This is an optimization exercise on Yosys and OpenROAD, whose aim is small area, a short achievable clock period and few clock cycles, not a production implementation. Function was checked by simulation only, so behaviour that the tests miss may differ from the original. No activity file was given, so power comes from the tool's default toggle rates.

v6:
// energy_vad_endpoint_detector_core
module energy_vad_endpoint_detector_core (
  input  logic        clk,
  input  logic        rst,
  input  logic        s_tvalid,
  output logic        s_tready,
  input  logic [15:0] s_tdata,
  input  logic [1:0]  s_tuser,
  input  logic        s_tlast,
  output logic        m_tvalid,
  input  logic        m_tready,
  output logic [7:0]  m_tdata,
  input  logic        cfg_we,
  input  logic [2:0]  cfg_index,
  input  logic [30:0] cfg_wdata
);
Size in the first run: ~2400 cells after synthesis, roughly 330 flip-flops, ~68 I/O pins.
Settings: LEC_CHECK=0, CAP_MARGIN=20, CORE_MARGIN=2, CORE_UTILIZATION=40, SLEW_MARGIN=20; clock period 10.0 ns.
run.sh (not shown) runs the stock make flow with config.mk's settings and CLKGATE_MAP_FILE= SYNTH_SCRIPT=/design/flow/synth_recipe.tcl, a recipe that flattens the netlist after the stock synthesis.
In summary, v6 completed successfully, with a layout that passed the timing, design-rule and antenna checks.
Testbench counts of v6, summed over its fixed seeds: cycles 160,139.
--- input diff v6..v7 ---
==> flow/flow/run.sh (new file) <==
#!/bin/bash
# Layout flow: the standard ORFS flow, with the timing repair after
# clock-tree synthesis and global routing aiming for setup slack of
# REPAIR_MARGIN ns (the clock period and constraints are unchanged; only the
# repair target moves). Each step's full output is in orfs/logs/; make's own
# output goes to flow_make.log here.
set -euo pipefail
REPAIR_MARGIN=6.5
bash standard.sh SETUP_SLACK_MARGIN=$REPAIR_MARGIN finish > flow_make.log 2>&1
==> flow/standard.sh (new file) <==
#!/bin/bash
# synth_recipe.tcl (not shown) runs the flow's synth.tcl, then flattens the netlist and writes it again
# the make line also repeats each setting of config.mk as NAME=value (left out here)
make -C /OpenROAD-flow-scripts/flow DESIGN_CONFIG=/design/flow/config.mk WORK_HOME=/design/flow/orfs CLKGATE_MAP_FILE= SYNTH_SCRIPT=/design/flow/synth_recipe.tcl "${@:-finish}"
removed: flow/run.sh
Findings:
- Against v6, v7 reports a wire length of the first global-routing pass that is higher.
- The worst setup path startpoint comes out b1[0] in one run and level in the other, namely in v7 and v6 respectively.
- Going from v6 to v7, cell count now sits higher, highest fanout seen on the critical path now sits lower, total routing resource utilization after global routing rose by 0.33 points.

========
## wip/nickel
Another version of the RTL of energy_vad_endpoint_detector_core (not shown whole).
For scale: about 2700 cells after synthesis, roughly 330 flip-flops, roughly 68 I/O pins, ~0.022 mm² of cells after synthesis.
==> flow/config.mk <==
export PLATFORM = sky130hd
export DESIGN_NAME = energy_vad_endpoint_detector_core
export DESIGN_NICKNAME = energy_vad_endpoint_detector_core
export VERILOG_FILES = /design/flow/design.v
export SDC_FILE = /design/flow/constraint.sdc
export NUM_CORES = 4
export LEC_CHECK = 0
export ABC_AREA = 1
export CAP_MARGIN = 20
export CORE_MARGIN = 2
export CORE_UTILIZATION = 65
export PLACE_DENSITY = 0.75
export SLEW_MARGIN = 20
==> flow/constraint.sdc <==
create_clock -name core_clock -period 10.0 [get_ports {clk}]
set_input_delay 2.0000 -clock core_clock [delete_from_list [all_inputs] [get_ports {clk}]]
set_output_delay 2.0000 -clock core_clock [all_outputs]
set_load 0.01 [all_outputs]
standard.sh (not shown) runs the stock make flow with config.mk's settings and CLKGATE_MAP_FILE= SYNTH_SCRIPT=/design/flow/synth_recipe.tcl, a recipe that flattens the netlist after the stock synthesis.
==> flow/flow/run.sh <==
#!/bin/bash
# Layout flow: the standard ORFS flow, with two changes to how the layout
# is made (the clock period and constraints are unchanged):
#  - the timing repair after floorplan, clock-tree synthesis and global
#    routing aims for setup slack of REPAIR_MARGIN ns;
#  - every input and output port still gets its own buffer, but a plain
#    buf_1 (the repair resizes it where timing needs) instead of a delay cell.
# Each step's full output is in orfs/logs/; make's own output goes to
# flow_make.log here.
set -euo pipefail
REPAIR_MARGIN=7.0
bash standard.sh SETUP_SLACK_MARGIN=$REPAIR_MARGIN \
  "BUFFER_PORTS_ARGS=-buffer_cell sky130_fd_sc_hd__buf_1" finish > flow_make.log 2>&1
Testbench counts of wip/nickel, summed over its fixed seeds: cycles 160,139.
Here is what was changed in the inputs of wip/maple compared with wip/nickel.
diff --git a/flow/config.mk b/flow/config.mk
--- a/flow/config.mk
+++ b/flow/config.mk
@@ -9,5 +9,4 @@
 export CAP_MARGIN = 20
 export CORE_MARGIN = 2
-export CORE_UTILIZATION = 65
-export PLACE_DENSITY = 0.75
+export CORE_UTILIZATION = 40
 export SLEW_MARGIN = 20
## What came out
- Share of power burned in registers: wip/maple < wip/nickel
- In the reports for wip/maple and wip/nickel, the larger clock network contribution to total cell area belongs to wip/nickel.
- Going from wip/nickel to wip/maple, die area higher, largest net degree at the start of global routing lower.
- Relative to wip/nickel, the die span in x of wip/maple is higher by 27%.
- Cell count: higher on wip/maple
- Between wip/maple and wip/nickel, it is wip/maple whose total half-perimeter wirelength after legalization and detailed placement is higher, by about 7%.
- wip/maple ends up with a total power divided by cell area that is 2.5 mW/mm² lower than in wip/nickel.
- wip/nickel has a lower final instance area than wip/maple.
- Between wip/maple and wip/nickel, the difference in share of total power in combinational logic is negligible.
- In the reports for wip/maple and wip/nickel, the smaller instance area at placement belongs to wip/nickel.
--- input diff wip/maple..wip/raven ---
diff --git a/flow/config.mk b/flow/config.mk
--- a/flow/config.mk
+++ b/flow/config.mk
@@ -9,4 +9,5 @@
 export CAP_MARGIN = 20
 export CORE_MARGIN = 2
-export CORE_UTILIZATION = 40
+export CORE_UTILIZATION = 75
+export PLACE_DENSITY = 0.85
 export SLEW_MARGIN = 20
--- outcome ---
Between wip/raven and wip/maple, the die width is higher for wip/maple. fa_1 as the critical path's slowest cell was reported by wip/raven, and edfxtp_1 by wip/maple. wip/raven vs wip/maple — number of CTS-inserted buffers dropped by a few percent. wip/maple has a lower flip-flop and latch share of the layout cell area than wip/raven. Re total number of placement rows: wip/raven is 23 down on wip/maple.
Relative to wip/raven, the following input files were edited for wip/harbor:
diff --git a/flow/flow/run.sh b/flow/flow/run.sh
--- a/flow/flow/run.sh
+++ b/flow/flow/run.sh
@@ -9,5 +9,5 @@
 # flow_make.log here.
 set -euo pipefail
-REPAIR_MARGIN=7.0
+REPAIR_MARGIN=6.8
 bash standard.sh SETUP_SLACK_MARGIN=$REPAIR_MARGIN \
   "BUFFER_PORTS_ARGS=-buffer_cell sky130_fd_sc_hd__buf_1" finish > flow_make.log 2>&1
diff --git a/flow/config.mk b/flow/config.mk
--- a/flow/config.mk
+++ b/flow/config.mk
@@ -9,5 +9,5 @@
 export CAP_MARGIN = 20
 export CORE_MARGIN = 2
-export CORE_UTILIZATION = 75
-export PLACE_DENSITY = 0.85
+export CORE_UTILIZATION = 65
+export PLACE_DENSITY = 0.75
 export SLEW_MARGIN = 20
Notes after the runs:
- Worst stage delay on the critical path of wip/harbor is on par with wip/raven.
- Taking wip/raven as the reference, in wip/harbor minimum setup slack after placement went up by 480 ps, proportion of total power due to net switching went down by 1.5 points, number of standard cells after synthesis was more or less identical, setup fix buffers added after clock tree synthesis went down by 27, multi-input gate share of the layout cell area was more or less identical.
- wip/raven was larger in final cell area than wip/harbor.

-- static timing again, ports no longer ideal --
How much do the figures lean on ideal ports? The routed layouts below were timed once more, with nothing changed but the port constraints. Step 1 sets driving cells, clkbuf_16 on the clock port and buf_2 on the other inputs (assumed; they add their load-dependent delay and slew). Step 2 adds t to the input delays and takes it off the output delays; t is the mean of the earliest and latest rising clock arrival at the registers after step 1. Input paths then give back, and output paths get back, about the clock's delay inside the block. a / b / c = no drivers / after step 1 / after step 2; a / b = the first two.
run | t (ns) | setup WS [ns] | hold slack, ns | worst setup path at the end | pins driven straight from the clock port
v6 | 0.608 | 5.381 / 5.381 / 5.381 | 0.329 / 0.329 / 0.329 | register to register | 1
v7 | 0.617 | 6.466 / 6.466 / 5.991 | 0.328 / 0.328 / 0.328 | input to register | 1
wip/nickel | 0.600 | 6.960 / 6.905 / 6.512 | 0.330 / 0.330 / 0.330 | input to register | 1
wip/maple | 0.596 | 6.946 / 6.889 / 6.561 | 0.325 / 0.325 / 0.325 | input to register | 1
wip/raven | 0.579 | 6.927 / 6.924 / 6.483 | 0.328 / 0.328 / 0.328 | input to register | 1
wip/harbor | 0.579 | 6.915 / 6.915 / 6.370 | 0.335 / 0.335 / 0.335 | input to register | 1
After both steps every run listed still meets setup and hold. For wip/harbor, which loses most, drivers alone change the setup slack by 0.000 ns; drivers and shift together by -0.545 ns.
